From an optimization exercise on the open Yosys and OpenROAD flow, aimed at small area, a short achievable clock period and few clock cycles per item; shortcuts taken in it are not production practice.
RTL that was checked went through simulation tests only; none was proved equivalent to the original.
Power and IR drop assume default switching activity.

## math_core_alu
module math_core_alu #(
    parameter int DW = 32,
    parameter int CW = 32
) (
    input  logic          clk,
    input  logic          rst,
    input  logic [0:1]    mode,
    input  logic          in_valid,
    output logic          in_ready,
    input  logic [0:DW-1] ain,
    input  logic [0:DW-1] bin,
    output logic          out_valid,
    input  logic          out_ready,
    output logic [0:DW-1] result,
    output logic          ovf,
    output logic [0:CW-1] statistic,
    input  logic          stat_ld,
    input  logic [0:CW-1] stat_din,
    input  logic          flush,
    output logic          busy
);
For scale: roughly 3200 cells after synthesis, about 170 I/O pins, roughly 24000 sq um of cells after synthesis.
==> flow/config.mk <==
export PLATFORM = sky130hd
export DESIGN_NAME = math_core_alu
export DESIGN_NICKNAME = math_core_alu
export VERILOG_FILES = /design/flow/design.v
export SDC_FILE = /design/flow/constraint.sdc
export NUM_CORES = 4
export LEC_CHECK = 0
export ABC_AREA = 1
export CAP_MARGIN = 20
export CORE_MARGIN = 2
export CORE_UTILIZATION = 40
export CTS_CLUSTER_DIAMETER = 100
export CTS_CLUSTER_SIZE = 30
export SLEW_MARGIN = 20
==> flow/constraint.sdc <==
create_clock -name core_clock -period 10.0 [get_ports {clk}]
set_input_delay 2.0000 -clock core_clock [delete_from_list [all_inputs] [get_ports {clk}]]
set_output_delay 2.0000 -clock core_clock [all_outputs]
set_load 0.01 [all_outputs]
standard.sh (not shown) runs the stock make flow with config.mk's settings and CLKGATE_MAP_FILE= SYNTH_SCRIPT=/design/flow/synth_recipe.tcl, a recipe that flattens the netlist after the stock synthesis.
==> flow/flow/run.sh <==
#!/bin/bash
# The standard layout, with plain buf_1 port buffers and a tighter setup target
# for timing repair; the log of the whole make run goes to standard.log.
bash standard.sh BUFFER_PORTS_ARGS="-buffer_cell sky130_fd_sc_hd__buf_1" SETUP_SLACK_MARGIN=5.2 finish > standard.log 2>&1
Testbench counts at the start, summed over its fixed seeds: cycles 16,016, items 16,000.
Then changed:
--- a/flow/design.v
+++ b/flow/design.v
@@ -19,23 +19,23 @@
     input  logic          flush,
     output logic          busy
 );
     logic [31:0]   a1;
     logic [31:0]   b1;
     logic [32:1]   a3_1;
     logic [10:0]   bs1_1, bs2_1, bs3_1, bs4_1;
     logic [9:0]    bneg_1;
     logic          bgt_1;            
     logic [1:0]    m1;
     logic          v1;
-    localparam int K = 20;
+    localparam int K = 24;
     logic [31:K]   s2;
     logic [31:K]   c2;
     logic [K-1:0]  lo2;
     logic          ck2;
     logic          k1_2;
     logic          k2_2;
     logic          mulp2;
     logic [2-1:0] l32_2;
     logic          v2;
     logic [CW-1:0] r_stat;
     logic          take2;
Outcome: The changed run went through all stages and came out clean; design area rose by 1.7%; critical path depth came out higher by 7; wire length went up by 2.7%; die area rises by about 0.7%; setup slack hardly moves; count of clock-buffer cells in the layout falls by 1; register-to-register slack is about the same; global-route usage rises by 0.46 points; worst hold slack is worse by 5.4 ps; core utilization grows by 0.68 points; via count grows by 0.89%; power goes up by about 1.7%.
Testbench counts after the change, summed over its fixed seeds: cycles 16,016, items 16,000.

---

Another version of the RTL of math_core_alu (not shown whole).
For scale: ~2,600 cells after synthesis, about 160 flip-flops, ~21,000 um^2 of cells after synthesis.
==> flow/design.v (excerpt) <==
module math_core_alu #(
    parameter int DW = 32,
    parameter int CW = 32
) (
    input  logic          clk,
    input  logic          rst,
    input  logic [0:1]    mode,
    input  logic          in_valid,
    output logic          in_ready,
    input  logic [0:DW-1] ain,
    input  logic [0:DW-1] bin,
    output logic          out_valid,
    input  logic          out_ready,
    output logic [0:DW-1] result,
    output logic          ovf,
    output logic [0:CW-1] statistic,
    input  logic          stat_ld,
    input  logic [0:CW-1] stat_din,
    input  logic          flush,
    output logic          busy
);
==> flow/config.mk <==
export PLATFORM = sky130hd
export DESIGN_NAME = math_core_alu
export DESIGN_NICKNAME = math_core_alu
export VERILOG_FILES = /design/flow/design.v
export SDC_FILE = /design/flow/constraint.sdc
export NUM_CORES = 4
export LEC_CHECK = 0
export ABC_AREA = 1
export CAP_MARGIN = 20
export CORE_MARGIN = 2
export CORE_UTILIZATION = 40
export SLEW_MARGIN = 20
==> flow/constraint.sdc <==
create_clock -name core_clock -period 10.0 [get_ports {clk}]
set_input_delay 2.0000 -clock core_clock [delete_from_list [all_inputs] [get_ports {clk}]]
set_output_delay 2.0000 -clock core_clock [all_outputs]
set_load 0.01 [all_outputs]
==> flow/flow/run.sh <==
#!/bin/bash
# The standard layout, with plain buf_1 port buffers and a tighter setup target
# for timing repair; the log of the whole make run goes to standard.log.
bash standard.sh BUFFER_PORTS_ARGS="-buffer_cell sky130_fd_sc_hd__buf_1" SETUP_SLACK_MARGIN=5.6 finish > standard.log 2>&1
The baseline finished with timing, DRC and antenna clean.
Next try:
--- a/flow/design.v
+++ b/flow/design.v
@@ -23,13 +23,13 @@
     logic [31:0]   b1;
     logic [16:0]   bone_1;
     logic [15:0]   btwo_1;
     logic [15:0]   bneg_1;
     logic [1:0]    m1;
     logic          v1;
-    localparam int K = 24;
+    localparam int K = 20;
     logic [31:K]   s2;
     logic [31:K]   c2;
     logic [K-1:0]  lo2;
     logic          ck2;
     logic          k1_2;
     logic          k2_2;
Via count goes down by a few percent.
Combinational power falls by roughly a tenth.
Design area drops by a few percent.
Final cell count falls slightly.
Wire length fell by roughly a tenth.
Setup slack gains 0.51 ns.
Die area hardly moves.
Worst hold slack stays flat.
First-iteration DRC count is lower by about a fifth.
Synthesized area stays flat.
Total power decreases by a little under a tenth.
Register-to-register slack improved by 0.51 ns.
Sequential power barely changes.
Testbench counts after the change, summed over its fixed seeds: cycles 16,016, items 16,000.
Only the layout flow was run in the first run of this note; the RTL was not checked for function there.

---

RTL: one of the versions met above, not the one the previous note started from.
Size in the first run: about 3200 cells after synthesis, ~200 flip-flops, ~170 I/O pins, roughly 0.024 sq mm of cells after synthesis.
clock: 10.0 ns
lec_check: 0
abc_area: 1
cap_margin: 20
core_margin: 2
core_utilization: 40
slew_margin: 20
==> flow/flow/run.sh <==
#!/bin/bash
# The standard layout, with plain buf_1 port buffers and a tighter setup target
# for timing repair; the log of the whole make run goes to standard.log.
bash standard.sh BUFFER_PORTS_ARGS="-buffer_cell sky130_fd_sc_hd__buf_1" SETUP_SLACK_MARGIN=5.2 finish > standard.log 2>&1
Testbench counts at the start, summed over its fixed seeds: cycles 16,016, items 16,000.
Next try:
--- a/flow/design.v
+++ b/flow/design.v
@@ -22,17 +22,17 @@
     logic [31:0]   a1;
     logic [31:0]   b1;
     logic [32:1]   a3_1;
     logic [10:0]   bs1_1, bs2_1, bs3_1, bs4_1;
     logic [9:0]    bneg_1;
     logic          bgt_1;            
     logic [1:0]    m1;
     logic          v1;
-    localparam int K = 24;
+    localparam int K = 20;
     logic [31:K]   s2;
     logic [31:K]   c2;
     logic [K-1:0]  lo2;
     logic          ck2;
     logic          k1_2;
     logic          k2_2;
     logic          mulp2;
     logic [2-1:0] l32_2;
- synthesized area shrinks slightly
- first-iteration DRC count is higher by a few percent
- critical path depth shrinks by 6
- non-clock buffer count is lower by 19
- final area came out lower slightly
- die area decreases slightly
- via count rises slightly
- sequential share of layout area climbs by 0.75 points
- worst setup slack gains 79 ps
Testbench counts after the change, summed over its fixed seeds: cycles 16,016, items 16,000.

---

== the previous run ==
Starting RTL as in the previous note.
clock: 10.0 ns
lec_check: 0
abc_area: 1
cap_margin: 20
core_margin: 2
core_utilization: 40
slew_margin: 20
==> flow/flow/run.sh <==
#!/bin/bash
# The standard layout, with plain buf_1 port buffers and a tighter setup target
# for timing repair; the log of the whole make run goes to standard.log.
bash standard.sh BUFFER_PORTS_ARGS="-buffer_cell sky130_fd_sc_hd__buf_1" SETUP_SLACK_MARGIN=4.8 finish > standard.log 2>&1
Testbench counts of the previous run, summed over its fixed seeds: cycles 16,016, items 16,000.
Input-level comparison between the current run and the previous run:
--- a/flow/design.v
+++ b/flow/design.v
@@ -24,13 +24,13 @@
     logic [32:1]   a3_1;
     logic [10:0]   bs1_1, bs2_1, bs3_1, bs4_1;
     logic [9:0]    bneg_1;
     logic          bgt_1;            
     logic [1:0]    m1;
     logic          v1;
-    localparam int K = 24;
+    localparam int K = 20;
     logic [31:K]   s2;
     logic [31:K]   c2;
     logic [K-1:0]  lo2;
     logic          ck2;
     logic          k1_2;
     logic          k2_2;
### Flow results
- The current run went all the way through the flow, and no timing, DRC or antenna check failed.
- Sort the current run and the previous run by register-to-register slack, descending, and the previous run comes first.
- Total power after layout down 1.6% in the current run wrt the previous run
- The current run has less setup slack than the previous run.
- The non-clock buffer count reported for the current run is greater than that of the previous run by 9.
- In terms of global-route usage, the previous run and the current run differ only marginally.
Testbench counts of the current run, summed over its fixed seeds: cycles 16,016, items 16,000.

---

math_core_alu, a different RTL version from the one above (not shown whole).
For scale: roughly 2600 cells after synthesis, about 200 flip-flops, ~170 I/O pins, roughly 22000 µm² of cells after synthesis.
Settings: LEC_CHECK=0, ABC_AREA=1, CAP_MARGIN=20, CORE_MARGIN=2, CORE_UTILIZATION=40, SLEW_MARGIN=20; clock period 10.0 ns.
==> flow/flow/run.sh <==
#!/bin/bash
# The standard layout, with plain buf_1 port buffers and a tighter setup target
# for timing repair; the log of the whole make run goes to standard.log.
bash standard.sh BUFFER_PORTS_ARGS="-buffer_cell sky130_fd_sc_hd__buf_1" SETUP_SLACK_MARGIN=5.6 finish > standard.log 2>&1
Rerun with:
--- a/flow/design.v
+++ b/flow/design.v
@@ -17,21 +17,20 @@
     input  logic          stat_ld,
     input  logic [0:CW-1] stat_din,
     input  logic          flush,
     output logic          busy
 );
     logic [31:0]   a1;
     logic [31:0]   b1;
     logic [32:1]   a3_1;
     logic [10:0]   bs1_1, bs2_1, bs3_1, bs4_1;
     logic [9:0]    bneg_1;
-    logic          bgt_1;            
     logic [1:0]    m1;
     logic          v1;
     localparam int K = 24;
     logic [31:K]   s2;
     logic [31:K]   c2;
     logic [K-1:0]  lo2;
     logic          ck2;
     logic          k1_2;
     logic          k2_2;
     logic          mulp2;
@@ -639,21 +638,21 @@
         for (int i = 1; i < 32; i++) g32 = g32 | (a1[i] & bsuf[32-i]);
     end
     logic        is_mul, is_add, is_sub, is_max, b_gt;
     logic [31:0] s_n, c_n;
     logic        k1_n, k2_n;
     logic [K+1:0] lo_n;
     assign is_add = (m1 == 2'd0);
     assign is_sub = (m1 == 2'd1);
     assign is_mul = (m1 == 2'd2);
     assign is_max = (m1 == 2'd3);
-    assign b_gt   = bgt_1;
+    assign b_gt   = b1 > a1;
     assign s_n    = is_mul ? mul_s : ((is_max && b_gt) ? b1 : a1);
     assign c_n    = is_mul ? mul_c : (is_add ? b1 : (is_sub ? ~b1 : 32'd0));
     assign lo_n   = {1'b0, s_n[K-1:0], is_sub} + {1'b0, c_n[K-1:0], is_sub};
     assign k1_n   = is_sub || (is_mul && (g32 || mul_p32));
     assign k2_n   = is_add || is_sub || (is_mul && !g32);
     logic [33-K:0] hi;
     logic          cout;
     assign hi        = {1'b0, s2, ck2} + {1'b0, c2, ck2};
     assign cout      = hi[33-K];
     assign result    = {hi[32-K:1], lo2};
@@ -671,21 +670,20 @@
             else if (en1)  v1 <= in_valid;
             if (flush)      v2 <= 1'b0;
             else if (take2) v2 <= v1;
             if (stat_ld)    r_stat <= stat_din;
             else if (hs && !(&r_stat)) r_stat <= r_stat + 1'b1;
         end
     end
     always_ff @(posedge clk) begin
         if (en1) begin
             a1 <= ain;
-            bgt_1  <= bin_v > ain_v;
             bs1_1  <= bs1_in;
             bs2_1  <= bs2_in;
             bs3_1  <= bs3_in;
             bs4_1  <= bs4_in;
             bneg_1 <= {bin_v[29], bin_v[26], bin_v[23], bin_v[20], bin_v[17],
                        bin_v[14], bin_v[11], bin_v[8], bin_v[5], bin_v[2]};
             a3_1 <= a3_in[32:1];
             m1 <= mode;
         end
     end
Non-clock buffer count came out higher by 104; total power rose slightly; via count drops slightly; first-iteration DRC count came out higher by roughly a tenth; clock power drops by a quarter to a third; sequential power barely changes; routed wire length came out higher by a few percent; global-route usage rose by 1.5 points; die area stays flat.
Function was not checked in any run of this note: the RTL went through the layout flow alone.

---

job 8228:
math_core_alu, a different RTL version from the one above (not shown whole).
For scale: about 2,600 cells after synthesis, roughly 170 I/O pins, about 22,000 sq um of cells after synthesis.
==> flow/config.mk <==
export PLATFORM = sky130hd
export DESIGN_NAME = math_core_alu
export DESIGN_NICKNAME = math_core_alu
export VERILOG_FILES = /design/flow/design.v
export SDC_FILE = /design/flow/constraint.sdc
export NUM_CORES = 4
export LEC_CHECK = 0
export ABC_AREA = 1
export CAP_MARGIN = 20
export CORE_MARGIN = 2
export CORE_UTILIZATION = 40
export SLEW_MARGIN = 20
==> flow/constraint.sdc <==
create_clock -name core_clock -period 10.0 [get_ports {clk}]
set_input_delay 2.0000 -clock core_clock [delete_from_list [all_inputs] [get_ports {clk}]]
set_output_delay 2.0000 -clock core_clock [all_outputs]
set_load 0.01 [all_outputs]
==> flow/flow/run.sh <==
#!/bin/bash
# The standard layout, with plain buf_1 port buffers and a tighter setup target
# for timing repair; the log of the whole make run goes to standard.log.
bash standard.sh BUFFER_PORTS_ARGS="-buffer_cell sky130_fd_sc_hd__buf_1" SETUP_SLACK_MARGIN=4.8 finish > standard.log 2>&1
### job 8228 -> job 5210
--- a/flow/design.v
+++ b/flow/design.v
@@ -30,14 +30,16 @@
     localparam int K = 24;
     logic [31:K]   s2;
     logic [31:K]   c2;
     logic [K-1:0]  lo2;
     logic          ck2;
     logic          k1_2;
     logic          k2_2;
+    logic          mulp2;
+    logic [2-1:0] l32_2;
     logic          v2;
     logic [CW-1:0] r_stat;
     logic          take2;
     logic          en1;
     logic          hs;
     logic          full;
     assign take2    = !v2 || out_ready;
@@ -83,14 +85,15 @@
             if (3*i+2 < 32) b1[3*i+2] = ng;
             if (3*i+1 < 32) b1[3*i+1] = t1 ^ ng;
             b1[3*i] = t0 ^ ng;
         end
     end
     logic [31:0] mul_s, mul_c;
     logic        mul_p32;            
+    logic [2-1:0] mul_l32;        
     wire pp0_0, pp0_1, pp0_2, pp0_3, pp0_4, pp0_5, pp0_6, pp0_7, pp0_8, pp0_9, pp0_10, pp0_11, pp0_12, pp0_13, pp0_14, pp0_15;
     wire pp0_16, pp0_17, pp0_18, pp0_19, pp0_20, pp0_21, pp0_22, pp0_23, pp0_24, pp0_25, pp0_26, pp0_27, pp0_28, pp0_29, pp0_30, pp0_31;
     wire pp0_32, pp1_0, pp1_1, pp1_2, pp1_3, pp1_4, pp1_5, pp1_6, pp1_7, pp1_8, pp1_9, pp1_10, pp1_11, pp1_12, pp1_13, pp1_14;
     wire pp1_15, pp1_16, pp1_17, pp1_18, pp1_19, pp1_20, pp1_21, pp1_22, pp1_23, pp1_24, pp1_25, pp1_26, pp1_27, pp1_28, pp1_29, pp2_0;
     wire pp2_1, pp2_2, pp2_3, pp2_4, pp2_5, pp2_6, pp2_7, pp2_8, pp2_9, pp2_10, pp2_11, pp2_12, pp2_13, pp2_14, pp2_15, pp2_16;
     wire pp2_17, pp2_18, pp2_19, pp2_20, pp2_21, pp2_22, pp2_23, pp2_24, pp2_25, pp2_26, pp3_0, pp3_1, pp3_2, pp3_3, pp3_4, pp3_5;
     wire pp3_6, pp3_7, pp3_8, pp3_9, pp3_10, pp3_11, pp3_12, pp3_13, pp3_14, pp3_15, pp3_16, pp3_17, pp3_18, pp3_19, pp3_20, pp3_21;
@@ -622,15 +625,16 @@
     assign tc302 = (tc242 & ts243) | (tc242 & ts187) | (ts243 & ts187);
     assign ts303 = tc244 ^ ts245 ^ ts191;
     assign tc304 = (tc244 & ts245) | (tc244 & ts191) | (ts245 & ts191);
     assign ts305 = tc246 ^ ts247 ^ ts195;
     assign tc306 = (tc246 & ts247) | (tc246 & ts195) | (ts247 & ts195);
     assign mul_s = {tc304, tc302, tc300, tc298, tc296, tc294, tc292, tc290, tc288, tc286, tc284, tc282, tc280, tc278, tc276, tc274, tc272, tc270, tc268, tc266, tc264, tc262, tc260, tc258, tc256, tc254, tc252, tc250, ts249, pp0_2, pp0_1, pp0_0};
     assign mul_c = {ts305, ts303, ts301, ts299, ts297, ts295, ts293, ts291, ts289, ts287, ts285, ts283, ts281, ts279, ts277, ts275, ts273, ts271, ts269, ts267, ts265, ts263, ts261, ts259, ts257, ts255, ts253, ts251, bneg[1], 1'b0, 1'b0, bneg[0]};
-    assign mul_p32 = pp0_32 ^ pp1_29 ^ pp2_26 ^ pp3_23 ^ pp4_20 ^ pp5_17 ^ pp6_14 ^ pp7_11 ^ pp8_8 ^ pp9_5 ^ pp10_2 ^ tc24 ^ tc26 ^ tc106 ^ tc108 ^ tc110 ^ tc194 ^ tc196 ^ tc248 ^ tc306;
+    assign mul_p32 = pp0_32 ^ pp1_29 ^ pp2_26 ^ pp3_23 ^ pp4_20 ^ pp5_17 ^ pp6_14 ^ pp7_11 ^ pp8_8 ^ pp9_5 ^ pp10_2 ^ tc24 ^ tc26 ^ tc106 ^ tc108 ^ tc110 ^ tc194 ^ tc196;
+    assign mul_l32 = {tc248, tc306};
     logic [31:0] bsuf;
     logic        g32;
     always_comb begin
         bsuf[31] = b1[31];
         for (int k = 30; k >= 0; k--) bsuf[k] = bsuf[k+1] | b1[k];
         g32 = 1'b0;
         for (int i = 1; i < 32; i++) g32 = g32 | (a1[i] & bsuf[32-i]);
@@ -650,15 +654,15 @@
     assign k1_n   = is_sub || (is_mul && (g32 || mul_p32));
     assign k2_n   = is_add || is_sub || (is_mul && !g32);
     logic [33-K:0] hi;
     logic          cout;
     assign hi        = {1'b0, s2, ck2} + {1'b0, c2, ck2};
     assign cout      = hi[33-K];
     assign result    = {hi[32-K:1], lo2};
-    assign ovf       = k1_2 ^ (k2_2 & cout);
+    assign ovf       = k1_2 ^ (k2_2 & cout) ^ (mulp2 & (^l32_2));
     assign out_valid = v2;
     assign statistic = r_stat;
     assign busy      = v1 || v2;
     always_ff @(posedge clk or negedge rst) begin
         if (!rst) begin
             v1     <= 1'b0;
             v2     <= 1'b0;
@@ -693,10 +697,12 @@
         if (take2) begin
             s2   <= s_n[31:K];
             c2   <= c_n[31:K];
             lo2  <= lo_n[K:1];
             ck2  <= lo_n[K+1];
             k1_2 <= k1_n;
             k2_2 <= k2_n;
+            mulp2 <= is_mul && !g32;
+            l32_2 <= mul_l32;
         end
     end
 endmodule
--- outcome ---
Job 5210 vs. job 8228: routed wire length lost 3.6%; cell total after placement picked up an extra 68; final area lost about 0.9%. | total power | job 5210 vs job 8228 | better |. Min met1 track demand over resource across job 8228 and job 5210: job 5210. When the final numbers for job 8228 and job 5210 were put side by side, the non-clock buffer area fraction after layout turned out to be greater in job 8228. Compared with job 8228, job 5210 shows combinational share of power lower by 3.7 points. Core utilization of the finished layout, job 8228 and job 5210, lower one = job 5210. Wire length of the first global-routing pass, job 5210 vs job 8228: down by a few percent. Job 5210: area of the multi-input gates 0.54% below job 8228. [job 5210 vs job 8228] transition time at the pin with the least slew margin: higher in job 5210. On job 5210: sequential fraction of total cell area is 0.55 points higher than what job 8228 gave. Of job 8228 and job 5210, job 8228 shows the higher minimum period implied by the final worst setup slack, with job 5210 below it.
Testbench counts of job 5210, summed over its fixed seeds: cycles 16,016, items 16,000.
No functional check of the RTL was part of job 8228.

==> what the ideal ports hide <==
The flow's constraints put no driver on any port. The routed layouts listed below were extracted and timed again, unchanged, in two steps. Step 1, drivers: a clkbuf_16 drives clk and a buf_2 each remaining input, both assumed. Step 2 moves the port delays by t, midway between the first and last clock arrival at a register: inputs arrive t later, outputs are due t later. That takes back most of the time a late clock gives input paths. Slacks: ideal ports / drivers / drivers and shift; pairs: ideal ports / drivers.
run	shift t [ns]	setup slack, ns	cell pins on the clock port's net
the first run of note 1	0.576	5.242 / 5.180 / 4.985	1
the second run of note 1	0.590	5.244 / 5.244 / 4.934	1
the first run of note 2	0.528	4.478 / 4.478 / 4.478	1
the second run of note 2	0.553	4.993 / 4.993 / 4.993	1
the first run of note 3	0.640	5.145 / 5.145 / 4.962	1
the second run of note 3	0.635	5.223 / 5.161 / 4.929	1
the previous run	0.657	5.080 / 5.080 / 4.628	1
the current run	0.637	5.054 / 5.008 / 4.704	1
the first run of note 5	0.647	5.147 / 5.147 / 5.019	1
the second run of note 5	0.573	4.529 / 4.529 / 4.529	1
job 8228	0.576	4.751 / 4.751 / 4.585	1
job 5210	0.633	4.881 / 4.881 / 4.635	1
After both steps every run listed still meets setup and hold. For the previous run, which loses most, drivers alone change the setup slack by 0.000 ns; drivers and shift together by -0.452 ns.
